Background: an optimization exercise with open tools, aiming at small area, a short achievable clock period and few clock cycles per item. Do not read the settings as production practice. Where RTL was checked, it was by simulation tests only, not by an equivalence proof against the original. Only the layout flow was run in runs 3 to 7; the RTL was not checked for function there. No activity file was given, so power comes from the tool's default toggle rates.

`flow/design.v`:
```
package muldiv_pkg;
  typedef enum logic [2:0] {
    MD_MUL    = 3'b000,
    MD_MULH   = 3'b001,
    MD_MULHSU = 3'b010,
    MD_MULHU  = 3'b011,
    MD_DIV    = 3'b100,
    MD_DIVU   = 3'b101,
    MD_REM    = 3'b110,
    MD_REMU   = 3'b111
  } md_func_t;
  typedef enum logic [2:0] {
    ST_IDLE = 3'd0,
    ST_MUL  = 3'd1,
    ST_DIV  = 3'd2,
    ST_FIX  = 3'd3,
    ST_DONE = 3'd4
  } md_state_t;
  function automatic logic is_div(input md_func_t f);
    is_div = (f == muldiv_pkg::MD_DIV) || (f == muldiv_pkg::MD_DIVU) || (f == muldiv_pkg::MD_REM) || (f == muldiv_pkg::MD_REMU);
  endfunction
endpackage
module div_iter #(
  parameter int DWIDTH = 32
) (
  input  logic              clock,
  input  logic              reset,
  input  logic              load,
  input  logic [DWIDTH-1:0] dividend,
  input  logic [DWIDTH-1:0] divisor,
  output logic [DWIDTH-1:0] quotient,
  output logic [DWIDTH-1:0] remainder,
  output logic              last
);
  localparam int CW = $clog2(DWIDTH + 1);
  logic [DWIDTH-1:0] r_rem;
  logic [DWIDTH-1:0] r_quo;
  logic [DWIDTH-1:0] r_dvs;
  logic [CW-1:0]     r_cnt;
  logic [DWIDTH:0]   w_shift;
  logic [DWIDTH:0]   w_trial;
  assign w_shift = {r_rem, r_quo[DWIDTH-1]};
  assign w_trial = w_shift - {1'b0, r_dvs};
  always_ff @(posedge clock) begin
    if (reset) begin
      r_rem <= '0;
      r_quo <= '0;
      r_dvs <= '0;
      r_cnt <= '0;
    end else if (load) begin
      r_rem <= '0;
      r_quo <= dividend;
      r_dvs <= divisor;
      r_cnt <= CW'(DWIDTH);
    end else if (r_cnt != '0) begin
      if (!w_trial[DWIDTH]) begin
        r_rem <= w_trial[DWIDTH-1:0];
        r_quo <= {r_quo[DWIDTH-2:0], 1'b1};
      end else begin
        r_rem <= w_shift[DWIDTH-1:0];
        r_quo <= {r_quo[DWIDTH-2:0], 1'b0};
      end
      r_cnt <= r_cnt - CW'(1);
    end
  end
  assign quotient  = r_quo;
  assign remainder = r_rem;
  assign last      = (r_cnt == CW'(1));
endmodule
module muldiv_seq #(
  parameter int DWIDTH    = 32,
  parameter int FRAC_BITS = 29
) (
  input  logic              clock,
  input  logic              reset,
  input  logic              start,
  input  logic              kill,
  input  logic [2:0]        MDFunc,
  input  logic [DWIDTH-1:0] A,
  input  logic [DWIDTH-1:0] B,
  output logic [DWIDTH-1:0] MDOut,
  output logic              busy,
  output logic              done
);
  localparam int W = 50;   
  logic [31:0]  r_a;       
  logic [3:0]   r_ax;      
  logic [31:0]  r_b;       
  logic [2:0]   r_bx;      
  logic [2:0]   r_f;
  logic         r_asg;     
  logic [2:0]   r_ff;      
  logic [23:0]  r_plo;     
  logic [W-1:0] r_s;       
  logic [W-1:0] r_c;       
  logic         r_cy;      
  logic         r_first;   
  logic [5:0]   r_one, r_two, r_neg;   
  logic [31:0]  r_out;
  logic         r_busy, r_done;
  logic         st_m, st_fin, st_dx, st_di, st_dc;
  logic [4:0]   r_cnt;
  logic [5:0]   r_ca, r_cb;   
  logic         r_fa, r_fb;   
  logic         r_na, r_nb;   
  wire rk  = reset | kill;
  wire acc = start & ~r_busy & ~rk;
  wire        sgn_b = ~r_f[1];
  wire [34:0] ax    = {{3{r_asg}}, r_a};
  wire [34:0] ax2   = {ax[33:0], 1'b0};
  logic [W-1:0] pp [6];
  always_comb begin
    for (int t = 0; t < 6; t++) begin
      logic [34:0] m;
      m     = (({35{r_one[t]}} & ax) | ({35{r_two[t]}} & ax2)) ^ {35{r_neg[t]}};
      pp[t] = {{(W-35){m[34]}}, m} << (2*t);
    end
  end
  wire bfill = sgn_b & r_b[31];
  logic [W-1:0] kconst;
  always_comb begin
    kconst = '0;
    kconst[10] = r_b[11];
    kconst[22] = r_b[23];
    kconst[34] = bfill;
  end
  logic [W-1:0] xr [6];
  always_comb begin
    xr[0] = pp[0];
    for (int t = 1; t < 6; t++) xr[t] = pp[t] | ({{(W-1){1'b0}}, r_neg[t-1]} << (2*t-2));
  end
  wire [W-1:0] xs = r_first ? kconst : {{12{r_s[W-1]}}, r_s[W-1:12]};
  wire [W-1:0] xc = r_first ? '0     : {{12{r_c[W-1]}}, r_c[W-1:12]};
  function automatic logic [2*W-1:0] csa(input logic [W-1:0] a, input logic [W-1:0] b,
                                         input logic [W-1:0] c);
    csa = {a ^ b ^ c, (a & b) | (a & c) | (b & c)};
  endfunction
  logic [W-1:0] l1s0, l1c0, l1s1, l1c1, l2s0, l2c0, l2s1, l2c1, l3s, l3c, ts, tc;
  always_comb begin
    logic [2*W-1:0] r;
    r = csa(xr[0], xr[1], xr[2]); l1s0 = r[2*W-1:W]; l1c0 = {r[W-2:0], 1'b0};
    r = csa(xr[3], xr[4], xr[5]); l1s1 = r[2*W-1:W]; l1c1 = {r[W-2:0], 1'b0};
    r = csa(l1s0, l1c0, l1s1);    l2s0 = r[2*W-1:W]; l2c0 = {r[W-2:0], 1'b0};
    r = csa(l1c1, xs, xc);        l2s1 = r[2*W-1:W]; l2c1 = {r[W-2:0], 1'b0};
    r = csa(l2s0, l2c0, l2s1);    l3s  = r[2*W-1:W]; l3c  = {r[W-2:0], 1'b0};
    r = csa(l3s, l3c, l2c1);      ts   = r[2*W-1:W]; tc   = {r[W-2:0], 1'b0};
  end
  wire [12:0] chunk = r_first ? 13'd0 : ({1'b0, r_s[11:0]} + {1'b0, r_c[11:1], r_cy});
  wire [39:0] fin   = r_s[39:0] + {r_c[39:1], r_cy};
  wire        m_last    = st_m & (r_cnt == 5'd2);
  wire        m_prelast = st_m & (r_cnt == 5'd1);
  logic [31:0] mres;
  always_comb begin
    case (r_ff[1:0])
      2'd0:    mres = {fin[7:0], r_plo};
      2'd1:    mres = fin[FRAC_BITS-24 +: 32];
      default: mres = fin[39:8];
    endcase
  end
  wire [12:0] nbits = r_busy ? {r_b[23:12], r_b[11]} : {B[11:0], 1'b0};
  logic [5:0] e_one, e_two, e_neg;
  always_comb begin
    for (int t = 0; t < 6; t++) begin
      logic b2, b1, b0;
      b2 = nbits[2*t+2];
      b1 = nbits[2*t+1];
      b0 = nbits[2*t];
      e_one[t] = b1 ^ b0;
      e_two[t] = (b2 & ~b1 & ~b0) | (~b2 & b1 & b0);
      e_neg[t] = b2;
    end
  end
  function automatic logic [2:0] lz8(input logic [7:0] x);
    casez (x)
      8'b1???????: lz8 = 3'd0;
      8'b01??????: lz8 = 3'd1;
      8'b001?????: lz8 = 3'd2;
      8'b0001????: lz8 = 3'd3;
      8'b00001???: lz8 = 3'd4;
      8'b000001??: lz8 = 3'd5;
      8'b0000001?: lz8 = 3'd6;
      default:     lz8 = 3'd7;
    endcase
  endfunction
  function automatic logic [5:0] clz32(input logic [31:0] x);
    logic z3, z2, z1, z0;
    z3 = (x[31:24] == 8'd0);
    z2 = (x[23:16] == 8'd0);
    z1 = (x[15:8]  == 8'd0);
    z0 = (x[7:0]   == 8'd0);
    if (!z3)      clz32 = {3'b000, lz8(x[31:24])};
    else if (!z2) clz32 = {3'b001, lz8(x[23:16])};
    else if (!z1) clz32 = {3'b010, lz8(x[15:8])};
    else if (!z0) clz32 = {3'b011, lz8(x[7:0])};
    else          clz32 = 6'd32;
  endfunction
  function automatic logic ones_tail(input logic [31:0] x);
    ones_tail = &(x[31:1] | ~x[30:0]);
  endfunction
  wire in_sa = ~MDFunc[0] & A[31];
  wire in_sb = ~MDFunc[0] & B[31];
  wire [6:0]  sd      = {1'b0, r_cb} - {1'b0, r_ca} - {6'd0, r_fb} + {6'd0, r_fa};
  wire        dz      = r_cb[5] & ~r_nb;
  wire        dx_skip = st_dx & (sd[6] | dz);
  wire [31:0] ua      = r_na ? -r_a : r_a;
  wire [34:0] bx      = {{3{r_nb}}, r_b};
  wire [34:0] pbx     = (bx ^ {35{r_nb}}) + {34'd0, r_nb};        
  wire [34:0] dalign  = {pbx[33:0], 1'b0} << {sd[4:1], 1'b0};     
  wire [35:0] rem = {r_ax, r_a};
  wire        s0  = r_ax[3];
  wire [35:0] d0  = {1'b0, r_bx, r_b};
  wire [35:0] d1  = {2'b00, r_bx, r_b[31:1]};
  wire [35:0] g0  = d0 ^ {36{~s0}};           
  wire [35:0] tX  = rem + g0 + {35'd0, ~s0};
  wire [35:0] ua0 = rem ^ g0 ^ ~d1;
  wire [35:0] va0 = {((rem & g0) | (rem & ~d1) | (g0 & ~d1)), ~s0};
  wire [35:0] tYa = ua0 + va0 + 36'd1;        
  wire [35:0] ub0 = rem ^ g0 ^ d1;
  wire [35:0] vb0 = {((rem & g0) | (rem & d1) | (g0 & d1)), ~s0};
  wire [35:0] tYb = ub0 + vb0;                
  wire        q1  = ~tX[35];
  wire [35:0] tY  = q1 ? tYa : tYb;
  wire        q2  = ~tY[35];
  wire        di_last = st_di & (r_cnt == 5'd0);
  wire        isrem = r_ff[1];
  wire [31:0] dsel  = isrem ? r_a : r_c[31:0];
  wire        dng   = isrem ? r_na : (r_na ^ r_nb);
  wire [31:0] dneg  = (dsel ^ {32{dng}}) + {31'd0, dng};
  wire [31:0] dres  = (dz & ~isrem) ? 32'hFFFF_FFFF : dneg;
  wire dc_next  = di_last & r_f[1] & tY[35];    
  wire fin_next = m_last | dx_skip | (di_last & ~dc_next) | st_dc;
  wire m_next   = (acc & ~MDFunc[2]) | (st_m & ~m_last);
  wire dx_next  = acc & MDFunc[2];
  wire di_next  = (st_dx & ~dx_skip) | (st_di & ~di_last);
  always_ff @(posedge clock) begin
    if (rk) begin
      st_m   <= 1'b0;
      st_dx  <= 1'b0;
      st_di  <= 1'b0;
      st_dc  <= 1'b0;
      st_fin <= 1'b0;
      r_busy <= 1'b0;
      r_done <= 1'b0;
    end else begin
      st_m   <= m_next;
      st_dx  <= dx_next;
      st_di  <= di_next;
      st_dc  <= dc_next;
      st_fin <= fin_next;
      r_busy <= (m_next & ~m_prelast) | dx_next | di_next | dc_next;
      r_done <= st_fin;
    end
  end
  always_ff @(posedge clock) begin
    if (!r_busy) begin
      r_a  <= A;
      r_b  <= B;
      r_f  <= MDFunc;
      r_asg <= ~(MDFunc[1] & MDFunc[0]) & A[31];
      r_ca <= in_sa ? clz32(~A) : clz32(A);
      r_cb <= in_sb ? clz32(~B) : clz32(B);
      r_fa <= in_sa & ones_tail(A);
      r_fb <= in_sb & ones_tail(B);
      r_na <= in_sa;
      r_nb <= in_sb;
    end else if (st_m) begin
      r_b <= {{12{bfill}}, r_b[31:12]};
    end else if (st_dx) begin
      r_a  <= ua;
      r_ax <= 4'd0;
      {r_bx, r_b} <= dalign;
    end else if (st_di) begin
      {r_ax, r_a} <= tY;
      if (!di_last) {r_bx, r_b} <= {2'b00, r_bx, r_b[31:2]};
    end else if (st_dc) begin
      {r_ax, r_a} <= tYa;                      
    end
    r_first <= ~r_busy;
    r_one   <= e_one;
    r_two   <= e_two;
    r_neg   <= e_neg;
    r_s <= ts;
    if (st_di)      r_c <= {r_c[W-3:0], q1, q2};
    else if (st_dx) r_c <= '0;
    else            r_c <= tc;
    if (st_m) begin
      r_cy  <= chunk[12];
      r_plo <= {chunk[11:0], r_plo[23:12]};
    end
    if (fin_next) r_ff <= r_f;
    if (!r_busy)     r_cnt <= 5'd0;
    else if (st_m)   r_cnt <= r_cnt + 5'd1;
    else if (st_dx)  r_cnt <= {1'b0, sd[4:1]};
    else if (st_di)  r_cnt <= r_cnt - 5'd1;
    r_out <= r_ff[2] ? dres : mres;
  end
  assign MDOut = r_out;
  assign busy  = r_busy;
  assign done  = r_done;
endmodule
```
`flow/constraint.sdc`:
```
create_clock -name core_clock -period 10.0 [get_ports {clock}]
set_input_delay 2.0000 -clock core_clock [delete_from_list [all_inputs] [get_ports {clock}]]
set_output_delay 2.0000 -clock core_clock [all_outputs]
set_load 0.01 [all_outputs]
```
`flow/config.mk`:
```
export PLATFORM = sky130hd
export DESIGN_NAME = muldiv_seq
export DESIGN_NICKNAME = muldiv_seq
export VERILOG_FILES = /design/flow/design.v
export SDC_FILE = /design/flow/constraint.sdc
export NUM_CORES = 4
export LEC_CHECK = 0
export ABC_AREA = 1
export CAP_MARGIN = 5
export CORE_MARGIN = 2
export CORE_UTILIZATION = 40
export PLACE_DENSITY = 0.6
export SLEW_MARGIN = 5
```
`flow/flow/run.sh`:
```
#!/bin/bash
# Standard ORFS layout, with timing repair aimed at a tighter target than the
# 10 ns constraint (the constraint itself is unchanged) and strong port buffers.
set -euo pipefail
bash standard.sh finish \
  "SETUP_SLACK_MARGIN=6.4" \
  "TNS_END_PERCENT=5" \
  "BUFFER_PORTS_ARGS=-buffer_cell sky130_fd_sc_hd__buf_4" \
  > standard_flow.log 2>&1
```
`flow/standard.sh`:
```
#!/bin/bash
# synth_recipe.tcl (not shown) runs the flow's synth.tcl, then flattens the netlist and writes it again
# the make line also repeats each setting of config.mk as NAME=value (left out here)
make -C /OpenROAD-flow-scripts/flow DESIGN_CONFIG=/design/flow/config.mk WORK_HOME=/design/flow/orfs CLKGATE_MAP_FILE= SYNTH_SCRIPT=/design/flow/synth_recipe.tcl "${@:-finish}"
```
==> results_dict.tcl, run 1 <==
set metrics [dict create \
    drt-total-wl_mm 169 \
    path_max_fanout 5 \
    ctsRootBufferMaster "clkbuf_16" \
    synth_edf_count 119 \
    leakage_nw 20.2 \
    path_depth 13 \
    via_per_inst 5.77 \
    dp.final_hpwl_mm 132 \
    drv_cap 0 \
    run_status "complete, no violations" \
    drtIter0Drc 4733 \
    layout-drive-gt1-share 0.133 \
    crit_family "simple AND/OR/NAND/NOR gates" \
    critPathSlowestCell "edfxtp_1" \
    seq_area_frac_synth 0.180 \
    clock-sinks 278 \
    place.gp.congestion 1.04 \
    r2r_cells 13 \
    cts_tree "yes" \
    grt_pass1_vias 38100 \
    synth.area.top_cells "fa_1 16%, nand2_1 11%, edfxtp_1 9.5%" \
    final.setup.tns_ns 0 \
    fp.dieArea_um2 96500 \
    synth_cell_types 65 \
    rsz0062_at_grt "true" \
    cp_slowest_stage_delay_ns 0.73 \
    grt_usage 0.337 \
    synth_cells 5432 \
    final_cell_mix "1095 x nand2_1, 845 x inv_1, 433 x nor2_1" \
    ant_nets 0 \
    synth_nets 5989 \
    r2r_end "r_ff[0]" \
    grt_overflow_total 0 \
    n_antenna_cell 0 \
    reg2reg_slack_ns 6.24 \
    drt_first_pass_iters 8 \
    cp_num_buf_inv 2 \
    place_inst 6639 \
    syn_area_per_cell_um2 6.92 \
    worstPathArrival_ns 4.03 \
    fp.dieW_um 311 \
    relSlewSlack 0.145 \
    wl_per_cell_um 24.7 \
    post-synth-top-area-cell "fa_1" \
    post-route-util 0.472 \
    io_pins 105 \
    placed_area_um2 39500 \
    design_area_um2 44000 \
    slew_violations 0 \
    rows 112 \
    peakVddDrop_mv 0.190 \
    grt_pass1_wl_mm 245 \
    cts_inserted_buffers 35 \
    cp_cell_sequence "inv_1 > fa_2 > ha_2 > nand2_1 > nor2_2 > inv_1 > nor3_2 > nand2_1 > nand3b_1 > nand3_1 > nand3_4 > nand2_2 > nand2_2" \
    max_freq_ghz 0.266 \
    die-height_um 311 \
    final-setup-viol-count 0 \
    area_growth_pct 17.1 \
    grt_max_degree 72 \
    syn_area_um2 37600 \
    hold_path_class "reg2reg" \
    drc 0 \
    synth-async-reset-ratio 0 \
    nets 6113 \
    vias 39500 \
    rr_startpoint "r_b[27]" \
    ys.warnings.count 3 \
    hold_violations 0 \
    cp.required_ns 10.28 \
    coreArea_um2 93200 \
    start_util 0.404 \
    fin_skew_ns 0.0201 \
    antenna_found_initial 4 \
    p_per_area_nw_per_um2 260 \
    worst_pin_slew_ns 1.28 \
    final_common_cell "nand2_1" \
    cts_hold_buf 0 \
    clk_pin_slew_worst_paths_ns 0.07 \
    cp-endpoint "r_ff[0]" \
    synth_top_flop_cell "dfxtp_1" \
    startpoint "r_b[27]" \
    clock_latency_ns 0.58 \
    critPathKind "reg2reg" \
    io_buffers 104 \
    clockBufferDepth 3 \
    cts_htree_levels 2 \
    ys_ff_latch 278 \
    post-route-min-period_ns 3.76 \
    synth_top_cell_area_share 0.162 \
    worst_setup_path_start_kind "flip-flop" \
    fin_crit_sh 0.376 \
    instances_no_fill 6836 \
    cp-end-kind "flip-flop" \
]
## cells by family (layout without fill, tap and decap cells)
family	Yosys count	count (layout)	share of synthesized area
mux	2	2	0.000565
fa+ha+maj	486	486	0.223
compound gates	966	966	0.149
buf+inv	1106	1255	0.113
flops	278	278	0.180
xor+xnor	360	360	0.0860
simple gates	2234	2235	0.250
## what timing repair did
| action | 4_1_cts | 5_1_grt |
|---|---|---|
| gates cloned | 5 | 3 |
| resized for setup | 304 | 191 |
| setup endpoints to repair | 192 | 190 |
| pin swaps | 61 | 24 |
| buffers inserted | 85 | 41 |
## worst min path at each step
| stage | end | cells past startpoint | slack, ns | startpoint |
|---|---|---|---|---|
| floorplan | r_done | 2 | 0.39 | st_fin |
| global placement | r_ff[0] | 0 | 0.40 | r_f[0] |
| detailed placement | r_ff[2] | 0 | 0.41 | r_f[2] |
| CTS | r_ff[2] | 0 | 0.42 | r_f[2] |
| global route | r_ff[2] | 0 | 0.43 | r_f[2] |
| finish | r_ff[2] | 0 | 0.42 | r_f[2] |
## worst register-to-register path, cell delays in order (launching register included)
cell and delay (ns):
edfxtp_1 0.73, inv_1 0.31, fa_2 0.57, ha_2 0.41
nand2_1 0.14, nor2_2 0.22, inv_1 0.14, nor3_2 0.25
nand2_1 0.11, nand3b_1 0.11, nand3_1 0.12, nand3_4 0.18
nand2_2 0.08, nand2_2 0.09
## synth_stat cells, drive strengths merged (49+ instances only)
cell type / instances
xnor2: 59
nor3: 49
fa: 305
buf: 83
nor2: 499
edfxtp: 119
nand4: 53
dfxtp: 159
ha: 181
inv: 893
nand2: 1128
xor2: 301
clkbuf: 117
a21oi: 298
o22ai: 211
nand3: 451
o21ai: 284
## registers in the layout, summed over array words and instances (netlist names), 3 cells and up
register  count
r_bx          3
r_a          32
r_f           3
r_ca          6
r_s          46
r_ff          3
r_two         6
r_plo        24
r_c          50
r_b          32
r_one         6
r_ax          4
r_out        32
r_cb          6
r_neg         6
r_cnt         5
## cell type report
class                           count  area, um^2
Sequential cell                   278        6770
Clock buffer                       50        1090
Inverter                          906        3530
Multi-Input combinational cell   4049       28500
Tap cell                         1254        1570
Timing Repair inverter              2        12.5
Clock inverter                     13        86.3
Timing Repair Buffer              284        2460
Fill cell                        9512       49200
## report_power, final
group	total (mW)	switching, mW	internal (mW)
Combinational	8.25	5.15	3.10
Sequential	1.86	0.300	1.56
Clock	1.33	0.565	0.763
## metrics by stage
| step | setup WS [ns] | hold slack [ns] | total power [mW] |
|---|---|---|---|
| 2_1_floorplan | 6.38 | 0.394 | 6.83 |
| 4_1_cts | 6.32 | 0.421 | 11.1 |
| 3_5_place_dp | 5.39 | 0.407 | 9.36 |
| 3_3_place_gp | 5.44 | 0.403 | 9.30 |
| 6_report | 6.24 | 0.420 | 11.4 |
| 5_1_grt | 6.17 | 0.425 | 12.4 |
## metal layers
layer,track usage,up-vias,share of wire
li1,-,17900,-
met1,0.422,18500,0.38
met2,0.529,2425,0.44
met3,0.0635,624,0.098
met4,0.227,4,0.084
met5,0,-,0.00016
Testbench counts, summed over its fixed seeds: cycles 11,851, ops 3,200.
==> run 2, diff against run 1 <==
--- a/flow/config.mk
+++ b/flow/config.mk
@@ -7,7 +7,7 @@
 export LEC_CHECK = 0
 export ABC_AREA = 1
-export CAP_MARGIN = 5
+export CAP_MARGIN = 20
 export CORE_MARGIN = 2
-export CORE_UTILIZATION = 40
-export PLACE_DENSITY = 0.6
-export SLEW_MARGIN = 5
+export CORE_UTILIZATION = 50
+export PLACE_DENSITY = 0.65
+export SLEW_MARGIN = 20
==> results_dict.tcl, run 2 <==
set metrics [dict create \
    synth_top_flop_cell "dfxtp_1" \
    cp.required_ns 10.31 \
    max_freq_ghz 0.262 \
    rsz0062_at_grt "true" \
    synth_cell_types 65 \
    drt-total-wl_mm 169 \
    synth_edf_count 119 \
    rows 100 \
    synth_cells 5432 \
    relSlewSlack 0.0914 \
    coreArea_um2 74400 \
    clk_pin_slew_worst_paths_ns 0.06 \
    cts_tree "yes" \
    area_growth_pct 15.9 \
    dp.final_hpwl_mm 129 \
    cts_inserted_buffers 38 \
    syn_area_per_cell_um2 6.92 \
    synth_xor_xnor_area_share 0.0860 \
    drc 0 \
    hold_violations 0 \
    clock-sinks 278 \
    synth.area.top_cells "fa_1 16%, nand2_1 11%, edfxtp_1 9.5%" \
    via_per_inst 6.10 \
    nets 6129 \
    synthMuxAreaShare 0.000565 \
    place_inst 6369 \
    reg_top3 "r_c (50), r_s (46)" \
    cts_htree_levels 2 \
    leakage_nw 20.4 \
    ys.warnings.count 3 \
    critPathKind "reg2reg" \
    instances_no_fill 6575 \
    preCtsSetupSlack_ns 5.29 \
    p_per_area_nw_per_um2 268 \
    largest_register_ffs 50 \
    fin_skew_ns 0.0264 \
    slew_violations 0 \
    synth_top_family_by_area "simple AND/OR/NAND/NOR gates" \
    synth_common_cells "1124 x nand2_1, 881 x inv_1, 487 x nor2_1" \
    io_buffers 104 \
    drv_cap 0 \
    worst_pin_slew_ns 1.35 \
    cts_hold_buf 0 \
    drtIter0Drc 5003 \
    final_common_cell "nand2_1" \
    synth_most_common_cell "nand2_1" \
    final.setup.tns_ns 0 \
    final_cell_mix "1092 x nand2_1, 853 x inv_1, 446 x nor2_1" \
    post-synth-top-area-cell "fa_1" \
    synthSimpleGateAreaFrac 0.250 \
    fp.dieArea_um2 77400 \
    clock_latency_ns 0.60 \
    grt_usage 0.426 \
    io_pins 105 \
    seq_area_frac_synth 0.180 \
    ctsRootBufferMaster "clkbuf_16" \
    layout-drive-gt1-share 0.128 \
    ys_ff_latch 278 \
    drt_first_pass_iters 9 \
    grt_overflow_total 0 \
    run_status "complete, no violations" \
    start_util 0.505 \
    wl_per_cell_um 25.7 \
    ant_nets 0 \
    grt_pass1_vias 38500 \
    grt_max_degree 66 \
    synth_compound_area_frac 0.149 \
    regMostFlops "r_c" \
    hold_path_class "reg2reg" \
    worstPathArrival_ns 4.13 \
    grt_pass1_wl_mm 245 \
    worst_setup_path_start_kind "flip-flop" \
    fp.dieW_um 278 \
    antenna_found_initial 6 \
    peakVddDrop_mv 0.142 \
    vias 40100 \
    cp-end-kind "flip-flop" \
    synth-async-reset-ratio 0 \
    post-route-min-period_ns 3.82 \
    synth_top_cell_area_share 0.162 \
    path_max_fanout 4 \
    fin_crit_sh 0.382 \
    place.gp.congestion 1.11 \
    synth_nets 5989 \
    clockBufferDepth 3 \
    syn_area_um2 37600 \
    final-setup-viol-count 0 \
    finalWorstSetupSlack_ns 6.18 \
    die-height_um 278 \
    synthAdderAreaFrac 0.223 \
]
[run 2: through the flow]
| stage | instance area, um^2 | hold WS, ns | utilization | power, mW |
|---|---|---|---|---|
| floorplan | 37600 | 0.394 | - | 6.83 |
| global placement | 39300 | 0.406 | 0.528 | 9.39 |
| detailed placement | 39300 | 0.411 | 0.528 | 9.44 |
| CTS | 42100 | 0.424 | 0.566 | 11.2 |
| global route | 43600 | 0.442 | 0.585 | 12.5 |
| finish | 43600 | 0.428 | 0.585 | 11.7 |
[run 2: area by class of cell]
class                      count  area, um^2
antenna                        4        10.0
clock buffer                  53        1130
clock inverter                17         174
fill                        7193       30900
inverter                     906        3490
multi-input combinational   4049       28100
sequential                   278        6770
tap                          969        1210
timing repair buffer         298        2710
timing repair inverter         1        7.51
[run 2: what timing repair did]
action / in CTS / in global routing
setup buffers: 69 / 55
hold endpoints to repair: 0 / 0
setup endpoints to repair: 188 / 192
gates cloned: 5 / 2
pin swaps: 45 / 59
gates resized for setup: 219 / 220
[run 2: report_power, final]
group          internal [mW]  switching, mW  total [mW]  leakage [nW]
logic                   3.07           5.26        8.33          17.2
registers               1.56          0.307        1.87          2.55
clock network          0.853          0.620        1.47         0.648
[run 2: logic make-up after synthesis]
group           after synthesis
xor+xnor                    360
buf+inv                    1106
mux                           2
flops                       278
simple gates               2234
fa+ha+maj                   486
compound gates              966
[run 2: worst paths after layout]
kind / from / endpoint / slack [ns] / cells after the start
setup / recovery: r_ax[3] / r_a[9] / 6.18 / 14
setup reg to reg: r_ax[3] / r_a[9] / 6.18 / 14
hold / removal: r_f[0] / r_ff[0] / 0.43 / 0
hold reg to reg: r_f[0] / r_ff[0] / 0.43 / 0
[run 2: routing by layer]
layer  vias up  wire [um]  global-route usage
met5         -         29                   0
met4         4      14500               0.304
li1      17900          -                   -
met2      2641      73700               0.661
met3       704      18700               0.101
met1     18800      62100               0.521
[run 2: worst max-delay path: stages (launching register included)]
cell	delay [ns]
edfxtp_1	0.41
buf_6	0.18
clkbuf_16	0.18
xor2_2	0.21
fa_1	0.66
inv_2	0.06
ha_4	0.30
nand2_4	0.09
nor2_4	0.14
nand4_1	0.16
o21ai_2	0.21
buf_4	0.14
xor2_1	0.06
o211ai_1	0.58
a21oi_1	0.15
==> run 3, diff against run 2 <==
--- a/flow/design.v
+++ b/flow/design.v
@@ -99,4 +99,5 @@
   logic [31:0]  r_out;
   logic         r_busy, r_done;
+  logic         r_free;    
   logic         st_m, st_fin, st_dx, st_di, st_dc;
   logic [4:0]   r_cnt;
@@ -105,5 +106,5 @@
   logic         r_na, r_nb;   
   wire rk  = reset | kill;
-  wire acc = start & ~r_busy & ~rk;
+  wire acc = start & r_free & ~rk;
   wire        sgn_b = ~r_f[1];
   wire [34:0] ax    = {{3{r_asg}}, r_a};
@@ -158,5 +159,5 @@
     endcase
   end
-  wire [12:0] nbits = r_busy ? {r_b[23:12], r_b[11]} : {B[11:0], 1'b0};
+  wire [12:0] nbits = r_free ? {B[11:0], 1'b0} : {r_b[23:12], r_b[11]};
   logic [5:0] e_one, e_two, e_neg;
   always_comb begin
@@ -228,5 +229,5 @@
   wire [31:0] dneg  = (dsel ^ {32{dng}}) + {31'd0, dng};
   wire [31:0] dres  = (dz & ~isrem) ? 32'hFFFF_FFFF : dneg;
-  wire dc_next  = di_last & r_f[1] & tY[35];    
+  wire dc_next  = di_last & r_f[1];             
   wire fin_next = m_last | dx_skip | (di_last & ~dc_next) | st_dc;
   wire m_next   = (acc & ~MDFunc[2]) | (st_m & ~m_last);
@@ -241,4 +242,5 @@
       st_fin <= 1'b0;
       r_busy <= 1'b0;
+      r_free <= 1'b1;
       r_done <= 1'b0;
     end else begin
@@ -249,9 +251,10 @@
       st_fin <= fin_next;
       r_busy <= (m_next & ~m_prelast) | dx_next | di_next | dc_next;
+      r_free <= ~((m_next & ~m_prelast) | dx_next | di_next | dc_next);
       r_done <= st_fin;
     end
   end
   always_ff @(posedge clock) begin
-    if (!r_busy) begin
+    if (r_free) begin
       r_a  <= A;
       r_b  <= B;
@@ -274,7 +277,7 @@
       if (!di_last) {r_bx, r_b} <= {2'b00, r_bx, r_b[31:2]};
     end else if (st_dc) begin
-      {r_ax, r_a} <= tYa;                      
+      if (s0) {r_ax, r_a} <= tYa;              
     end
-    r_first <= ~r_busy;
+    r_first <= r_free;
     r_one   <= e_one;
     r_two   <= e_two;
@@ -288,6 +291,6 @@
       r_plo <= {chunk[11:0], r_plo[23:12]};
     end
-    if (fin_next) r_ff <= r_f;
-    if (!r_busy)     r_cnt <= 5'd0;
+    r_ff <= r_f;
+    if (r_free)      r_cnt <= 5'd0;
     else if (st_m)   r_cnt <= r_cnt + 5'd1;
     else if (st_dx)  r_cnt <= {1'b0, sd[4:1]};
--- a/flow/flow/run.sh
+++ b/flow/flow/run.sh
@@ -4,6 +4,6 @@
 set -euo pipefail
 bash standard.sh finish \
-  "SETUP_SLACK_MARGIN=6.4" \
-  "TNS_END_PERCENT=5" \
+  "SETUP_SLACK_MARGIN=6.5" \
+  "TNS_END_PERCENT=1" \
   "BUFFER_PORTS_ARGS=-buffer_cell sky130_fd_sc_hd__buf_4" \
   > standard_flow.log 2>&1
--- a/flow/config.mk
+++ b/flow/config.mk
@@ -9,5 +9,5 @@
 export CAP_MARGIN = 20
 export CORE_MARGIN = 2
-export CORE_UTILIZATION = 50
-export PLACE_DENSITY = 0.65
+export CORE_UTILIZATION = 40
+export PLACE_DENSITY = 0.6
 export SLEW_MARGIN = 20
==> results_dict.tcl, run 3 <==
set metrics [dict create \
    run_status "complete, no violations" \
    ys_ff_latch 279 \
    cp_slowest_stage_delay_ns 0.73 \
    syn_area_per_cell_um2 6.86 \
    synthMuxAreaShare 0.000561 \
    synth.area.top_cells "fa_1 16%, nand2_1 12%, edfxtp_1 9.2%" \
    fp.dieW_um 312 \
    cts_inserted_buffers 36 \
    fill_cells 9645 \
    regArea_um2 6760 \
    max_freq_ghz 0.263 \
    crit_family "adder cells" \
    post-synth-top-area-cell "fa_1" \
    grt_max_degree 54 \
    wl_per_cell_um 25.8 \
    p_per_area_nw_per_um2 272 \
    synth_xor_xnor_area_share 0.0862 \
    relSlewSlack 0.262 \
    synth_top_family_by_area "simple AND/OR/NAND/NOR gates" \
    start_util 0.405 \
    fin_skew_ns 0.0314 \
    grtUsageMet1 0.496 \
    synth_edf_count 116 \
    drt_first_pass_iters 8 \
    vias 40800 \
    reg_top3 "r_c (50), r_s (46)" \
    coreArea_um2 93600 \
    synth-async-reset-ratio 0 \
    fin_crit_sh 0.380 \
    io_pins 105 \
    preCtsSetupSlack_ns 5.15 \
    cp_cell_sequence "inv_1 > fa_2 > inv_1 > ha_4 > nand2_2 > inv_1 > a21oi_2 > nand3_2 > a21o_1 > buf_4 > xnor2_2 > nand2_1 > nand3_2 > a22oi_1" \
    path_max_fanout 5 \
    grt_pass1_vias 39200 \
    final-setup-viol-count 0 \
    ctsRootBufferMaster "clkbuf_16" \
    grt.busiest_layer "met2" \
    switching_share 0.537 \
    worst_pin_slew_ns 1.11 \
    synth_top_cell_area_share 0.161 \
    syn_area_um2 37900 \
    critPathMostFrequentCell "inv_1" \
    die-height_um 312 \
    synth_common_cells "1188 x nand2_1, 897 x inv_1, 483 x nor2_1" \
    clock_latency_ns 0.60 \
    cp.required_ns 10.32 \
    ys.warnings.count 3 \
    area_growth_pct 19.6 \
    via_per_inst 5.83 \
    hold_violations 0 \
    antenna_found_initial 7 \
    layout-drive-gt1-share 0.149 \
    clock-sinks 279 \
    use_met2 0.532 \
    place.gp.congestion 1.05 \
    cp-end-kind "flip-flop" \
    largest_register_ffs 50 \
    worstPathArrival_ns 4.12 \
    cts_tree "yes" \
    grt_overflow_total 0 \
    synthAdderAreaFrac 0.221 \
    rows 112 \
    worst_setup_path_start_kind "flip-flop" \
    drt-total-wl_mm 180 \
    dp.final_hpwl_mm 140 \
    post-route-min-period_ns 3.80 \
    final_cell_mix "1150 x nand2_1, 852 x inv_1, 442 x nor2_1" \
    critPathSlowestCell "edfxtp_1" \
    leakage_nw 20.8 \
    synth_cells 5530 \
    p_int_mw 5.72 \
    p_comb_frac 0.737 \
    peakVddDrop_mv 0.175 \
    rsz0062_at_grt "true" \
    cp_num_buf_inv 4 \
    regMostFlops "r_c" \
    synth_top_flop_cell "dfxtp_1" \
    hold_path_class "reg2reg" \
    slew_violations 0 \
    fp.dieArea_um2 97300 \
    critPathKind "reg2reg" \
    power_frac_clock 0.112 \
    clockBufferDepth 3 \
    synthSimpleGateAreaFrac 0.258 \
    synth_compound_area_frac 0.144 \
    final_common_cell "nand2_1" \
    drc 0 \
    drtIter0Drc 5110 \
    p_sw_mw 6.64 \
    synth_nets 6087 \
    grt_pass1_wl_mm 261 \
    io_buffers 104 \
    grt_usage 0.360 \
    nets 6267 \
    drv_cap 0 \
    synth_most_common_cell "nand2_1" \
    final.setup.tns_ns 0 \
    cts_htree_levels 2 \
    seq_area_frac_synth 0.178 \
    multi_input_area_um2 29200 \
    synth_cell_types 64 \
    ant_nets 0 \
    cts_hold_buf 0 \
    finalWorstSetupSlack_ns 6.20 \
    sequentialPowerShare 0.150 \
    clk_pin_slew_worst_paths_ns 0.07 \
    gr-usage-met3 0.0821 \
]
## run 3: cell types whose count changed in the layout (fill, tap and decap cells not counted), sizes merged, moves of 9 or more
cell,delta
inv,-17
or2,+11
buf,+46
xor2,+16
o221ai,-9
a21oi,-13
nand4,+14
nand2,+61
clkinvlp,+20
## run 3: logic make-up after synthesis
kind of cell / count (synthesis)
simple gates: 2325
buf+inv: 1117
compound gates: 952
fa+ha+maj: 486
xor+xnor: 369
flops: 279
mux: 2
## run 3: layer usage
metal | vias up | wire length (um)
met4 | 2 | 10900
met3 | 495 | 21100
li1 | 18300 | -
met1 | 19500 | 74100
met5 | - | 13
met2 | 2492 | 74300
## run 3: final timing paths
check / slack, ns / to / cells past startpoint / startpoint
worst max-delay path: 6.20 / r_a[13] / 14 / r_b[8]
worst min register to register: 0.35 / r_ff[2] / 0 / r_f[2]
worst min-delay path: 0.35 / r_ff[2] / 0 / r_f[2]
worst max register to register: 6.20 / r_a[13] / 14 / r_b[8]
## run 3: what timing repair did
action                     in CTS  in global routing
buffers inserted              142                 36
setup endpoints to repair     202                186
resized for setup             379                198
cloned                          5                  2
pin swaps                      61                 60
## run 3: cell type report
| cell class | instances | area share |
|---|---|---|
| clock buffer | 46 | 0.0228 |
| multi-input combinational | 4134 | 0.643 |
| timing repair buffer | 345 | 0.0683 |
| antenna | 1 | 0.0000551 |
| clock inverter | 19 | 0.00356 |
| sequential | 279 | 0.149 |
| inverter | 914 | 0.0791 |
| tap | 1254 | 0.0346 |
## run 3: metrics by stage
step | area (um^2) | hold WS (ns) | std cells | power, mW | util
finish | 45400 | 0.346 | 6992 | 12.4 | 0.485
global route | 45400 | 0.376 | 6991 | 13.3 | 0.485
CTS | 44100 | 0.350 | 6952 | 11.8 | 0.471
detailed placement | 39900 | 0.335 | 6740 | 9.89 | 0.426
global placement | 39900 | 0.330 | 6740 | 9.85 | 0.426
floorplan | 37900 | 0.323 | 5530 | 7.01 | -
## run 3: power by group through the flow
stage | logic (mW) | registers (mW) | clock network (mW)
2_1_floorplan | 5.25 | 1.76 | 0
3_3_place_gp | 7.97 | 1.89 | 0
3_5_place_dp | 8.00 | 1.89 | 0
4_1_cts | 8.58 | 1.84 | 1.40
5_1_grt | 9.97 | 1.87 | 1.44
6_report | 9.11 | 1.86 | 1.39
==> run 4, diff against run 3 <==
--- a/flow/design.v
+++ b/flow/design.v
@@ -287,13 +287,11 @@
     else if (st_dx) r_c <= '0;
     else            r_c <= tc;
-    if (st_m) begin
-      r_cy  <= chunk[12];
-      r_plo <= {chunk[11:0], r_plo[23:12]};
-    end
+    r_cy  <= chunk[12];
+    r_plo <= {chunk[11:0], r_plo[23:12]};
     r_ff <= r_f;
     if (r_free)      r_cnt <= 5'd0;
     else if (st_m)   r_cnt <= r_cnt + 5'd1;
     else if (st_dx)  r_cnt <= {1'b0, sd[4:1]};
-    else if (st_di)  r_cnt <= r_cnt - 5'd1;
+    else             r_cnt <= r_cnt - 5'd1;
     r_out <= r_ff[2] ? dres : mres;
   end
--- a/flow/flow/run.sh
+++ b/flow/flow/run.sh
@@ -5,5 +5,5 @@
 bash standard.sh finish \
   "SETUP_SLACK_MARGIN=6.5" \
-  "TNS_END_PERCENT=1" \
+  "TNS_END_PERCENT=5" \
   "BUFFER_PORTS_ARGS=-buffer_cell sky130_fd_sc_hd__buf_4" \
   > standard_flow.log 2>&1
==> results_dict.tcl, run 4 <==
set metrics [dict create \
    layout-drive-gt1-share 0.144 \
    die-height_um 311 \
    cp.required_ns 10.31 \
    synth_edf_count 91 \
    clockBufferDepth 3 \
    worst_setup_path_start_kind "flip-flop" \
    startpoint "r_ax[3]" \
    grt_overflow_total 0 \
    slew_violations 0 \
    ctsRootBufferMaster "clkbuf_16" \
    synth_most_common_cell "nand2_1" \
    synth-async-reset-ratio 0 \
    preCtsSetupSlack_ns 5.28 \
    multi_input_area_um2 28900 \
    worst_pin_slew_ns 1.05 \
    finalWorstSetupSlack_ns 6.23 \
    syn_area_per_cell_um2 6.80 \
    cts_tree "yes" \
    peakVddDrop_mv 0.156 \
    r2r_end "r_a[9]" \
    final.setup.tns_ns 0 \
    io_pins 105 \
    cp-endpoint "r_a[9]" \
    leakage_nw 20.9 \
    ys_ff_latch 279 \
    syn_area_um2 37600 \
    nets 6281 \
    drt_first_pass_iters 6 \
    ant_nets 0 \
    post-route-min-period_ns 3.77 \
    fin_skew_ns 0.0417 \
    cts_hold_buf 0 \
    final_common_cell "nand2_1" \
    clock_latency_ns 0.60 \
    p_per_area_nw_per_um2 275 \
    drc 0 \
    drtIter0Drc 4463 \
    synth_xor_xnor_area_share 0.0870 \
    place.gp.congestion 1.01 \
    grt_pass1_vias 37700 \
    synth_cell_types 65 \
    dp.final_hpwl_mm 132 \
    coreArea_um2 93300 \
    final-setup-viol-count 0 \
    n_antenna_cell 0 \
    rr_startpoint "r_ax[3]" \
    cts_inserted_buffers 36 \
    hold_path_class "reg2reg" \
    wl_per_cell_um 24.3 \
    reg_top3 "r_c (50), r_s (46)" \
    path_max_fanout 21 \
    vias 39800 \
    synth_cells 5538 \
    fin_crit_sh 0.377 \
    via_per_inst 5.68 \
    synth_top_family_by_area "simple AND/OR/NAND/NOR gates" \
    critPathKind "reg2reg" \
    synth_nets 6095 \
    start_util 0.403 \
    hold_violations 0 \
    fp.dieArea_um2 96600 \
    grt_max_degree 80 \
    synthSimpleGateAreaFrac 0.257 \
    synth_compound_area_frac 0.143 \
    cp-end-kind "flip-flop" \
    run_status "complete, no violations" \
    synthAdderAreaFrac 0.222 \
    seq_area_frac_synth 0.173 \
    post-synth-top-area-cell "fa_1" \
    grt_usage 0.335 \
    synth_top_flop_cell "dfxtp_1" \
    clock-sinks 279 \
    clk_pin_slew_worst_paths_ns 0.07 \
    relSlewSlack 0.295 \
    synth_top_cell_area_share 0.162 \
    drt-total-wl_mm 171 \
    synth.area.top_cells "fa_1 16%, nand2_1 12%, dfxtp_1 10%" \
    synth_common_cells "1194 x nand2_1, 931 x inv_1, 495 x nor2_1" \
    antenna_found_initial 4 \
    regMostFlops "r_c" \
    synthMuxAreaShare 0.000565 \
    ys.warnings.count 3 \
    regArea_um2 6520 \
    area_growth_pct 20.1 \
    largest_register_ffs 50 \
    max_freq_ghz 0.265 \
    final_cell_mix "1156 x nand2_1, 882 x inv_1, 447 x nor2_1" \
    io_buffers 104 \
    rows 112 \
    rsz0062_at_grt "true" \
    r2r_cells 14 \
    grt_pass1_wl_mm 243 \
    reg2reg_slack_ns 6.23 \
    drv_cap 0 \
    cts_htree_levels 2 \
    worstPathArrival_ns 4.09 \
    fp.dieW_um 311 \
    fill_cells 9633 \
]
## run 4: changes by cell type in the layout (fill, tap and decap cells not counted), sizes merged, moves of 7 or more
cell	delta
a21oi	-19
a31oi	+11
clkinvlp	+8
clkbuf	+8
inv	+39
nand3b	+7
dfxtp	+25
o21a	-9
clkinv	-10
edfxtp	-25
nand4	-7
nand3	-23
xnor2	+7
## run 4: repair_timing
item	CTS	global route
gates cloned	8	10
endpoints found under the setup margin	174	184
setup buffers	119	65
pin swaps	37	66
gates resized for setup	324	259
## run 4: cell families after synthesis
kind of cell	Yosys count
AO/OA/AOI/OAI	933
multiplexers	2
AND/OR/NAND/NOR	2309
XOR/XNOR	373
buffers and inverters	1156
adder cells (fa/ha/maj)	486
flip-flops	279
## run 4: how the worst min path moves through the flow
stage / from / depth (start not counted) / endpoint
4_1_cts: r_f[0] / 0 / r_ff[0]
3_5_place_dp: r_f[0] / 0 / r_ff[0]
6_report: r_plo[20] / 0 / r_plo[8]
3_3_place_gp: r_f[2] / 0 / r_ff[2]
5_1_grt: r_f[2] / 0 / r_ff[2]
2_1_floorplan: r_f[0] / 0 / r_ff[0]
## run 4: layout make-up
cell class,count,area share
clock inverter,19,0.00545
timing repair buffer,350,0.0716
clock buffer,47,0.0224
multi-input combinational,4103,0.639
sequential,279,0.144
timing repair inverter,6,0.000941
inverter,948,0.0822
tap,1254,0.0347
## run 4: where the power goes
part	switching (mW)	internal, mW
clock network	0.594	0.830
registers	0.254	1.57
logic	5.72	3.45
## run 4: metal layers
layer | vias to the layer above | part of all wire | GRT usage
met5 | - | 0.00020 | 0
met3 | 472 | 0.089 | 0.0541
met1 | 18900 | 0.39 | 0.427
met2 | 2190 | 0.45 | 0.538
met4 | 4 | 0.072 | 0.192
li1 | 18200 | - | -
## run 4: through the flow
stage / cells / hold slack (ns) / utilization / area [um^2] / total power, mW
2_1_floorplan: 5538 / 0.323 / - / 37600 / 7.08
3_3_place_gp: 6737 / 0.331 / 0.424 / 39500 / 9.92
3_5_place_dp: 6738 / 0.329 / 0.424 / 39600 / 10.0
4_1_cts: 6931 / 0.343 / 0.465 / 43400 / 11.9
5_1_grt: 7006 / 0.354 / 0.484 / 45200 / 13.3
6_report: 7006 / 0.354 / 0.484 / 45200 / 12.4
## run 4: critical path: stages, from the launching register on
cell and delay [ns]:
edfxtp_1 0.43, buf_6 0.18, clkbuf_16 0.20, xor2_4 0.21, inv_1 0.06, ha_1 0.32
a21oi_2 0.15, o21ai_1 0.11, nand2_1 0.08, o211ai_1 0.20, a21oi_4 0.27, nand4_1 0.36
buf_6 0.35, o211ai_1 0.44, a21oi_1 0.12
==> run 5, diff against run 4 <==
--- a/flow/design.v
+++ b/flow/design.v
@@ -86,4 +86,5 @@
   logic [31:0]  r_a;       
   logic [3:0]   r_ax;      
+  logic         r_ns0;     
   logic [31:0]  r_b;       
   logic [2:0]   r_bx;      
@@ -209,14 +210,14 @@
   wire [34:0] dalign  = {pbx[33:0], 1'b0} << {sd[4:1], 1'b0};     
   wire [35:0] rem = {r_ax, r_a};
-  wire        s0  = r_ax[3];
+  wire        ns0 = r_ns0;                    
   wire [35:0] d0  = {1'b0, r_bx, r_b};
   wire [35:0] d1  = {2'b00, r_bx, r_b[31:1]};
-  wire [35:0] g0  = d0 ^ {36{~s0}};           
-  wire [35:0] tX  = rem + g0 + {35'd0, ~s0};
+  wire [35:0] g0  = d0 ^ {36{ns0}};           
+  wire [35:0] tX  = rem + g0 + {35'd0, ns0};
   wire [35:0] ua0 = rem ^ g0 ^ ~d1;
-  wire [35:0] va0 = {((rem & g0) | (rem & ~d1) | (g0 & ~d1)), ~s0};
+  wire [35:0] va0 = {((rem & g0) | (rem & ~d1) | (g0 & ~d1)), ns0};
   wire [35:0] tYa = ua0 + va0 + 36'd1;        
   wire [35:0] ub0 = rem ^ g0 ^ d1;
-  wire [35:0] vb0 = {((rem & g0) | (rem & d1) | (g0 & d1)), ~s0};
+  wire [35:0] vb0 = {((rem & g0) | (rem & d1) | (g0 & d1)), ns0};
   wire [35:0] tYb = ub0 + vb0;                
   wire        q1  = ~tX[35];
@@ -277,6 +278,10 @@
       if (!di_last) {r_bx, r_b} <= {2'b00, r_bx, r_b[31:2]};
     end else if (st_dc) begin
-      if (s0) {r_ax, r_a} <= tYa;              
+      if (!ns0) {r_ax, r_a} <= tYa;              
     end
+    if (st_di)                r_ns0 <= ~tY[35];
+    else if (st_dc && !ns0)   r_ns0 <= ~tYa[35];
+    else if (st_dx)           r_ns0 <= 1'b1;
+    else                      r_ns0 <= ~r_ax[3];
     r_first <= r_free;
     r_one   <= e_one;
==> results_dict.tcl, run 5 <==
set metrics [dict create \
    grt_pass1_vias 38700 \
    max_freq_ghz 0.276 \
    start_util 0.403 \
    layout-drive-gt1-share 0.187 \
    synth_common_cells "1152 x nand2_1, 936 x inv_1, 498 x nor2_1" \
    dp.final_hpwl_mm 135 \
    io_pins 105 \
    regMostFlops "r_c" \
    reg_top3 "r_c (50), r_s (46)" \
    synth_compound_area_frac 0.145 \
    ys_ff_latch 280 \
    cp_slowest_stage_delay_ns 0.54 \
    die-height_um 311 \
    rsz0062_at_grt "true" \
    cts_tree "yes" \
    worst_pin_slew_ns 1.14 \
    final_common_cell "nand2_1" \
    antenna_found_initial 2 \
    reg2reg_slack_ns 6.38 \
    drt-total-wl_mm 176 \
    synth_xor_xnor_area_share 0.0859 \
    cp_cell_sequence "clkinvlp_4 > buf_12 > buf_8 > o22ai_2 > xor2_2 > fa_1 > fa_1 > inv_1 > fa_2 > fa_1" \
    relSlewSlack 0.241 \
    worst_setup_path_start_kind "flip-flop" \
    run_status "complete, no violations" \
    hold_path_class "reg2reg" \
    hp-start "r_f[2]" \
    cp_num_buf_inv 4 \
    synth_top_flop_cell "dfxtp_1" \
    ant_nets 0 \
    synth_top_cell_area_share 0.162 \
    drtIter0Drc 4286 \
    post-route-util 0.502 \
    critPathKind "reg2reg" \
    place.gp.congestion 1.03 \
    ys.warnings.count 3 \
    clock-sinks 280 \
    clk_pin_slew_worst_paths_ns 0.07 \
    cts_inserted_buffers 39 \
    cts_hold_buf 0 \
    slew_violations 0 \
    grt_max_degree 84 \
    drt_first_pass_iters 6 \
    final_cell_mix "1081 x nand2_1, 877 x inv_1, 442 x nor2_1" \
    ctsRootBufferMaster "clkbuf_16" \
    synthMuxAreaShare 0.000299 \
    final.setup.tns_ns 0 \
    via_per_inst 5.73 \
    fin_skew_ns 0.0489 \
    synth_most_common_cell "nand2_1" \
    path_max_fanout 6 \
    crit_family "adder cells" \
    clock_latency_ns 0.64 \
    synth_nets 6081 \
    min_path_cells 0 \
    finalWorstSetupSlack_ns 6.38 \
    r2r_end "r_s[27]" \
    synth_top_family_by_area "simple AND/OR/NAND/NOR gates" \
    drv_cap 0 \
    synth_cells 5524 \
    fp.dieArea_um2 96500 \
    post-synth-top-area-cell "fa_1" \
    cp-end-kind "flip-flop" \
    nets 6350 \
    p_per_area_nw_per_um2 288 \
    wl_per_cell_um 24.9 \
    coreArea_um2 93300 \
    r2r_cells 10 \
    preCtsSetupSlack_ns 5.57 \
    n_antenna_cell 0 \
    fill_cells 9373 \
    worstPathArrival_ns 4.09 \
    fin_crit_sh 0.362 \
    multi_input_area_um2 29700 \
    leakage_nw 21.7 \
    clockBufferDepth 3 \
    seq_area_frac_synth 0.173 \
    syn_area_per_cell_um2 6.81 \
    synth_edf_count 91 \
    synth_cell_types 66 \
    grt_overflow_total 0 \
    critPathMostFrequentCell "fa_1" \
    critPathSlowestCell "edfxtp_1" \
    peakVddDrop_mv 0.212 \
    grt_usage 0.345 \
    io_buffers 104 \
    synthSimpleGateAreaFrac 0.257 \
    fp.dieW_um 311 \
    cts_htree_levels 2 \
    synth-async-reset-ratio 0 \
    hold_violations 0 \
    grt_pass1_wl_mm 250 \
    area_growth_pct 24.6 \
    largest_register_ffs 50 \
    worstHoldEndpoint "r_ff[2]" \
    rows 112 \
    rr_startpoint "r_a[16]" \
    vias 40500 \
    power.total_mw 13.5 \
    synthAdderAreaFrac 0.223 \
    post-route-min-period_ns 3.62 \
    cp.required_ns 10.47 \
    drc 0 \
    synth.area.top_cells "fa_1 16%, nand2_1 11%, dfxtp_1 10%" \
    regArea_um2 6540 \
    final-setup-viol-count 0 \
    syn_area_um2 37600 \
]
-- run 5: cell count changes in the layout (fill, tap and decap cells not counted), sizes merged, moves of 15 or more --
cell and change:
buf +78, nand2 -40, xor2 -31, nand3 +23
xnor2 +21, nand3b -15
-- run 5: cell families (layout without fill, tap and decap cells) --
group,Yosys count,count (layout)
AOI/OAI and AO/OA,939,939
xor gates and xnor gates,363,363
buffers and inverters,1154,1451
and+or+nand+nor,2301,2302
DFF,280,280
adders and majority gates,486,486
muxes,1,1
-- run 5: where the power goes --
group | switching [mW] | internal, mW
Sequential | 0.242 | 1.58
Combinational | 6.30 | 3.93
Clock | 0.622 | 0.855
Total | 7.16 | 6.36
-- run 5: cell type report --
| class | instances | share of cell area |
|---|---|---|
| clock buffer | 49 | 0.0232 |
| clock inverter | 21 | 0.00472 |
| inverter | 949 | 0.0793 |
| multi-input combinational | 4091 | 0.632 |
| sequential | 280 | 0.139 |
| tap | 1254 | 0.0335 |
| timing repair buffer | 429 | 0.0870 |
| timing repair inverter | 3 | 0.000480 |
-- run 5: stage by stage --
stage | hold slack, ns | cells | instance area, um^2
floorplan | 0.323 | 5524 | 37600
global placement | 0.331 | 6729 | 39600
detailed placement | 0.329 | 6729 | 39600
CTS | 0.331 | 6968 | 43700
global route | 0.351 | 7076 | 46900
finish | 0.329 | 7076 | 46900
-- run 5: worst max-delay path by stage --
stage / startpoint / endpoint / slack [ns] / depth (start not counted)
after floorplan: r_a[14] / r_c[20] / 6.38 / 12
after global placement: r_ns0 / r_a[24] / 5.45 / 21
after detailed placement: r_ns0 / r_a[20] / 5.57 / 21
after CTS: r_a[22] / r_c[34] / 6.32 / 11
after global routing: r_a[11] / r_c[22] / 6.30 / 12
final: r_a[16] / r_s[27] / 6.38 / 10
-- run 5: per-layer routing --
layer / wire length (um) / track usage / up-vias / part of all wire
met3: 14800 / 0.0555 / 597 / 0.084
met4: 14400 / 0.225 / 2 / 0.082
met5: 13 / 0 / - / 0.000074
met2: 80900 / 0.573 / 2273 / 0.46
met1: 66100 / 0.414 / 19300 / 0.38
li1: - / - / 18400 / -
-- run 5: what timing repair did --
item	4_1_cts	5_1_grt
endpoints found under the hold margin	0	0
pin swaps	36	116
buffers inserted	161	99
gates cloned	8	9
setup endpoints to repair	189	183
gates resized for setup	288	514
==> run 6, diff against run 5 <==
--- a/flow/config.mk
+++ b/flow/config.mk
@@ -6,5 +6,4 @@
 export NUM_CORES = 4
 export LEC_CHECK = 0
-export ABC_AREA = 1
 export CAP_MARGIN = 20
 export CORE_MARGIN = 2
==> results_dict.tcl, run 6 <==
set metrics [dict create \
    synth_edf_count 91 \
    cts_htree_levels 2 \
    syn_area_per_cell_um2 8.34 \
    grt_pass1_vias 32600 \
    grt_pass1_wl_mm 204 \
    via_per_inst 5.97 \
    path_depth 15 \
    cts_hold_buf 0 \
    run_status "complete, no violations" \
    p_sw_mw 5.39 \
    die-height_um 304 \
    fin_crit_sh 0.422 \
    grt_usage 0.284 \
    path_max_fanout 5 \
    post-synth-top-area-cell "fa_1" \
    antenna_found_initial 0 \
    synth_common_cells "490 x inv_1, 305 x fa_1, 295 x xnor2_1" \
    cp_num_buf_inv 2 \
    fp.dieArea_um2 92700 \
    io_buffers 104 \
    worst_pin_slew_ns 1.18 \
    synthSimpleGateAreaFrac 0.140 \
    synth_top_family_by_area "adder cells" \
    dp.final_hpwl_mm 97.6 \
    nets 4945 \
    vias 33400 \
    drt-total-wl_mm 138 \
    synth_top_flop_cell "dfxtp_1" \
    critPathMostFrequentCell "mux2_4" \
    p_per_area_nw_per_um2 266 \
    fp.dieW_um 304 \
    io_pins 105 \
    final.setup.tns_ns 0 \
    rsz0062_at_grt "true" \
    cp-end-kind "flip-flop" \
    worstPathArrival_ns 4.73 \
    synth_nets 4889 \
    drtIter0Drc 3467 \
    reg2reg_slack_ns 5.78 \
    sequentialPowerShare 0.169 \
    hold_violations 0 \
    cp_cell_sequence "buf_12 > xor2_2 > inv_1 > fa_2 > ha_4 > and3_4 > a221o_1 > a2111o_1 > nor2_2 > o31a_1 > o21ai_4 > a311o_1 > nand3_1 > mux2_4 > mux2_4" \
    fill_cells 8752 \
    synth.area.top_cells "fa_1 17%, dfxtp_1 10%, edfxtp_1 7.6%" \
    final_cell_mix "473 x inv_1, 293 x fa_1, 293 x buf_4" \
    layout-drive-gt1-share 0.144 \
    wl_per_cell_um 24.6 \
    final_common_cell "inv_1" \
    ys.warnings.count 3 \
    ctsRootBufferMaster "clkbuf_16" \
    peakVddDrop_mv 0.133 \
    min_path_cells 0 \
    grt_overflow_total 0 \
    reg_top3 "r_c (50), r_s (46)" \
    post-route-min-period_ns 4.22 \
    power.total_mw 11.1 \
    synthAdderAreaFrac 0.232 \
    synth_cells 4332 \
    clockBufferDepth 3 \
    fin_skew_ns 0.0430 \
    worst_setup_path_start_kind "flip-flop" \
    worstHoldEndpoint "r_ff[0]" \
    start_util 0.402 \
    p_comb_frac 0.702 \
    crit_family "compound AO/OA/AOI/OAI gates" \
    clk_pin_slew_worst_paths_ns 0.07 \
    drc 0 \
    ant_nets 0 \
    cp.required_ns 10.51 \
    hp-start "r_f[0]" \
    syn_area_um2 36100 \
    relSlewSlack 0.211 \
    critPathSlowestCell "fa_2" \
    r2r_end "r_ns0" \
    coreArea_um2 89700 \
    synth_xor_xnor_area_share 0.124 \
    area_growth_pct 15.8 \
    largest_register_ffs 50 \
    clock-sinks 280 \
    critPathKind "reg2reg" \
    synth_most_common_cell "inv_1" \
    power_frac_clock 0.129 \
    regMostFlops "r_c" \
    ys_ff_latch 280 \
    seq_area_frac_synth 0.180 \
    cp_slowest_stage_delay_ns 0.58 \
    hold_path_class "reg2reg" \
    synth_top_cell_area_share 0.169 \
    synth_compound_area_frac 0.209 \
    synth-async-reset-ratio 0 \
    drt_first_pass_iters 6 \
    rr_startpoint "r_ns0" \
    place.gp.congestion 0.958 \
    leakage_nw 17.6 \
    r2r_cells 15 \
    switching_share 0.485 \
    synth_cell_types 92 \
    rows 110 \
    grt_max_degree 87 \
    final-setup-viol-count 0 \
    drv_cap 0 \
    max_freq_ghz 0.237 \
    p_int_mw 5.73 \
    clock_latency_ns 0.61 \
    cts_tree "yes" \
    cts_inserted_buffers 38 \
    slew_violations 0 \
    synthMuxAreaShare 0.0292 \
]
## run 6: per-layer routing
layer,part of all wire,global-route usage,vias to the layer above,wire (um)
li1,-,-,15000,-
met1,0.40,0.370,16300,55600
met2,0.45,0.451,1691,61800
met3,0.091,0.0552,390,12500
met4,0.057,0.139,0,7900
met5,0,0,-,0
## run 6: worst max-delay path by stage
stage,to,slack (ns),startpoint
after floorplan,r_ns0,5.83,r_ns0
after global placement,r_ax[3],4.58,r_a[2]
after detailed placement,r_ns0,4.39,r_a[2]
after CTS,r_b[16],5.87,r_cb[0]
after global routing,r_c[44],5.72,r_one[0]
final,r_ns0,5.78,r_ns0
## run 6: power groups by stage
stage	sequential, mW	clock, mW	combinational, mW
floorplan	1.74	0	5.13
global placement	1.96	0	7.08
detailed placement	1.96	0	7.15
CTS	1.88	1.45	7.50
global route	1.90	1.49	8.60
finish	1.88	1.43	7.81
## run 6: what timing repair did
item                                    CTS  global route
endpoints found under the setup margin  181           179
buffers inserted                         88            57
cloned                                    6             5
resized for setup                       131           121
pin swaps                                48            56
hold endpoints to repair                  0             0
## run 6: final cells by class
type	instances	area, um^2	share of cell area
clock inverter	16	134	0.00320
sequential	280	6540	0.156
antenna	3	7.51	0.000179
clock buffer	53	1120	0.0268
tap	1176	1470	0.0352
multi-input combinational	3246	27800	0.665
timing repair buffer	325	2850	0.0681
inverter	497	1870	0.0448
## run 6: kinds of logic (layout without fill, tap and decap cells)
kind of cell	after synthesis	after routing
buffers and inverters	806	891
muxes	100	100
adders and majority gates	486	486
AOI/OAI and AO/OA	1123	1123
DFF	280	280
other	0	3
and+or+nand+nor	1027	1027
xor gates and xnor gates	510	510
## run 6: through the flow
stage,instances,area [um^2],setup WS (ns),hold WS [ns],util
2_1_floorplan,4332,36300,5.83,0.323,-
3_3_place_gp,5368,37900,4.58,0.328,0.422
3_5_place_dp,5368,37900,4.39,0.339,0.422
4_1_cts,5531,40700,5.87,0.352,0.453
5_1_grt,5593,41800,5.72,0.370,0.466
6_report,5596,41800,5.78,0.358,0.466
==> run 7, diff against run 6 <==
==> flow/flow/run.sh (replaced) <==
#!/bin/bash
# Standard ORFS layout, with timing repair aimed at a tighter target than the
# 10 ns constraint (the constraint itself is unchanged) and strong port buffers;
# setup repair only after global routing.
set -euo pipefail
bash standard.sh finish \
  "SETUP_SLACK_MARGIN=6.5" \
  "TNS_END_PERCENT=5" \
  "SKIP_CTS_REPAIR_TIMING=1" \
  "BUFFER_PORTS_ARGS=-buffer_cell sky130_fd_sc_hd__buf_4" \
  > standard_flow.log 2>&1
--- a/flow/config.mk
+++ b/flow/config.mk
@@ -6,4 +6,5 @@
 export NUM_CORES = 4
 export LEC_CHECK = 0
+export ABC_AREA = 1
 export CAP_MARGIN = 20
 export CORE_MARGIN = 2
==> results_dict.tcl, run 7 <==
set metrics [dict create \
    run_status "complete, no violations" \
    fp.dieW_um 311 \
    area_growth_pct 20.9 \
    p_per_area_nw_per_um2 289 \
    grt_pass1_vias 37500 \
    final_cell_mix "1095 x nand2_1, 886 x inv_1, 458 x nor2_1" \
    placed_area_um2 39600 \
    largest_register_ffs 50 \
    place.gp.congestion 1.03 \
    fin_skew_ns 0.0571 \
    post-route-util 0.487 \
    slew_violations 0 \
    grt_max_degree 84 \
    via_per_inst 5.67 \
    ys.warnings.count 3 \
    synth_cells 5524 \
    fill_cells 9559 \
    clk_pin_slew_worst_paths_ns 0.07 \
    synth_edf_count 91 \
    power.total_mw 13.2 \
    nets 6302 \
    synth_top_cell_area_share 0.162 \
    clock_latency_ns 0.65 \
    reg_top3 "r_c (50), r_s (46)" \
    seq_area_frac_synth 0.173 \
    antenna_found_initial 3 \
    critPathKind "reg2reg" \
    io_pins 105 \
    clockBufferDepth 3 \
    drt_first_pass_iters 7 \
    ys_ff_latch 280 \
    post-route-min-period_ns 3.72 \
    vias 39900 \
    preCtsSetupSlack_ns 5.57 \
    finalWorstSetupSlack_ns 6.28 \
    multi_input_area_um2 28800 \
    final_common_cell "nand2_1" \
    cp.required_ns 10.47 \
    design_area_um2 45500 \
    hold_violations 0 \
    syn_area_um2 37600 \
    die-height_um 311 \
    leakage_nw 21.2 \
    syn_area_per_cell_um2 6.81 \
    layout-drive-gt1-share 0.155 \
    fp.dieArea_um2 96500 \
    post-synth-top-area-cell "fa_1" \
    ctsRootBufferMaster "clkbuf_16" \
    final-setup-viol-count 0 \
    regArea_um2 6530 \
    drc 0 \
    io_buffers 104 \
    synth-async-reset-ratio 0 \
    path_max_fanout 6 \
    drtIter0Drc 4319 \
    synth.area.top_cells "fa_1 16%, nand2_1 11%, dfxtp_1 10%" \
    reg2reg_slack_ns 6.28 \
    final.setup.tns_ns 0 \
    cts_tree "yes" \
    cts_htree_levels 2 \
    start_util 0.403 \
    regMostFlops "r_c" \
    clock-sinks 280 \
    n_antenna_cell 0 \
    min_path_cells 0 \
    synth_common_cells "1152 x nand2_1, 936 x inv_1, 498 x nor2_1" \
    worst_pin_slew_ns 1.04 \
    wl_per_cell_um 24.5 \
    relSlewSlack 0.305 \
    grt_overflow_total 0 \
    rsz0062_at_grt "true" \
    max_freq_ghz 0.269 \
    worst_setup_path_start_kind "flip-flop" \
    grt_pass1_wl_mm 243 \
    synth_top_flop_cell "dfxtp_1" \
    drv_cap 0 \
    r2r_cells 13 \
    grt_usage 0.335 \
    synth_most_common_cell "nand2_1" \
    peakVddDrop_mv 0.219 \
    cts_inserted_buffers 39 \
    dp.final_hpwl_mm 135 \
    fin_crit_sh 0.372 \
    cp-end-kind "flip-flop" \
    coreArea_um2 93300 \
    rows 112 \
    rr_startpoint "r_a[21]" \
    startpoint "r_a[21]" \
    hold_path_class "reg2reg" \
    cp-endpoint "r_c[23]" \
    drt-total-wl_mm 172 \
    synth_cell_types 66 \
    r2r_end "r_c[23]" \
    synth_nets 6081 \
    worstPathArrival_ns 4.19 \
    ant_nets 0 \
]
run 7: changes by cell type after synthesis, moves of 69 or more:
cell      change
nand2_1     +869
inv_1       +446
nand3_1     +383
nor2_1      +260
xnor2_1     -221
a22oi_1     -188
o22ai_1     +178
clkbuf_1    -117
mux2i_1      -79
nand2b_1     -78
o21ai_0      +74
xor2_1       +69
run 7: cell families (layout without fill, tap and decap cells):
kind of cell / after synthesis / count (layout) / synth area share
fa+ha+maj: 486 / 486 / 0.223
xor+xnor: 363 / 363 / 0.0859
simple gates: 2301 / 2301 / 0.257
buf+inv: 1154 / 1404 / 0.117
flops: 280 / 280 / 0.173
mux: 1 / 1 / 0.000299
compound gates: 939 / 939 / 0.145
run 7: metrics by stage:
stage | instances | hold WS, ns
floorplan | 5524 | 0.323
global placement | 6729 | 0.331
detailed placement | 6729 | 0.329
CTS | 6799 | 0.331
global route | 7028 | 0.352
finish | 7028 | 0.328
run 7: layer usage:
metal	global-route usage	vias to the layer above	part of all wire
met4	0.203	2	0.075
li1	-	18300	-
met1	0.407	18900	0.38
met2	0.558	2115	0.46
met5	0	-	0.00012
met3	0.0553	542	0.082
run 7: report_power, final:
group,switching (mW),leakage (nW),total (mW),internal [mW]
clock network,0.628,0.645,1.48,0.855
logic,6.11,18.0,9.86,3.75
registers,0.237,2.54,1.81,1.58
total,6.98,21.2,13.2,6.18
run 7: critical path, stage by stage, from the launching register on:
cell and delay [ns]:
edfxtp_1 0.52, clkinvlp_4 0.24, buf_6 0.18, clkbuf_16 0.16, o22ai_4 0.11, xor2_2 0.10, fa_1 0.58, inv_2 0.05
fa_2 0.55, inv_1 0.05, fa_1 0.48, fa_2 0.39, nand2_1 0.07, o21ai_1 0.06
run 7: final cells by class:
| cell class | instances | area share |
|---|---|---|
| clock buffer | 49 | 0.0239 |
| clock inverter | 21 | 0.00487 |
| inverter | 949 | 0.0816 |
| multi-input combinational | 4090 | 0.632 |
| sequential | 280 | 0.144 |
| tap | 1254 | 0.0345 |
| timing repair buffer | 384 | 0.0790 |
| timing repair inverter | 1 | 0.000110 |
run 7: how the worst min path moves through the flow:
stage	from	end
floorplan	r_f[0]	r_ff[0]
global placement	r_f[2]	r_ff[2]
detailed placement	r_f[2]	r_ff[2]
CTS	r_f[2]	r_ff[2]
global route	r_f[2]	r_ff[2]
finish	r_f[2]	r_ff[2]

[re-timing with driven ports]
No port has a modelled driver above. Below, the same layouts with a new extraction and two added sets of constraints.
Step 1: set_driving_cell puts a clkbuf_16 on clock and a buf_2 on each other input, an assumption about the parent block.
Step 2 adds t to the input delays and takes it off the output delays; t is the mean of the earliest and latest rising clock arrival at the registers after step 1. Input paths then give back, and output paths get back, about the clock's delay inside the block.
Slacks: ideal ports / drivers / drivers and shift; pairs: ideal ports / drivers.
run	t, ns	slack for setup (ns)	worst setup path after step 2	worst register clock-pin slew, ns
run 1	0.629	6.242 / 6.242 / 5.810	input to register	0.07 / 0.07
run 2	0.663	6.179 / 6.179 / 5.810	input to register	0.07 / 0.07
run 3	0.650	6.200 / 6.200 / 5.863	input to register	0.08 / 0.08
run 4	0.644	6.225 / 6.225 / 5.896	input to register	0.07 / 0.07
run 5	0.689	6.379 / 6.379 / 6.153	input to register	0.08 / 0.08
run 6	0.660	5.776 / 5.776 / 5.453	input to register	0.07 / 0.07
run 7	0.694	6.282 / 6.282 / 6.158	input to register	0.08 / 0.08
After both steps every run listed still meets setup and hold. The setup slack of run 1, which loses most, moves by 0.000 ns with the drivers and by -0.432 ns with both steps.
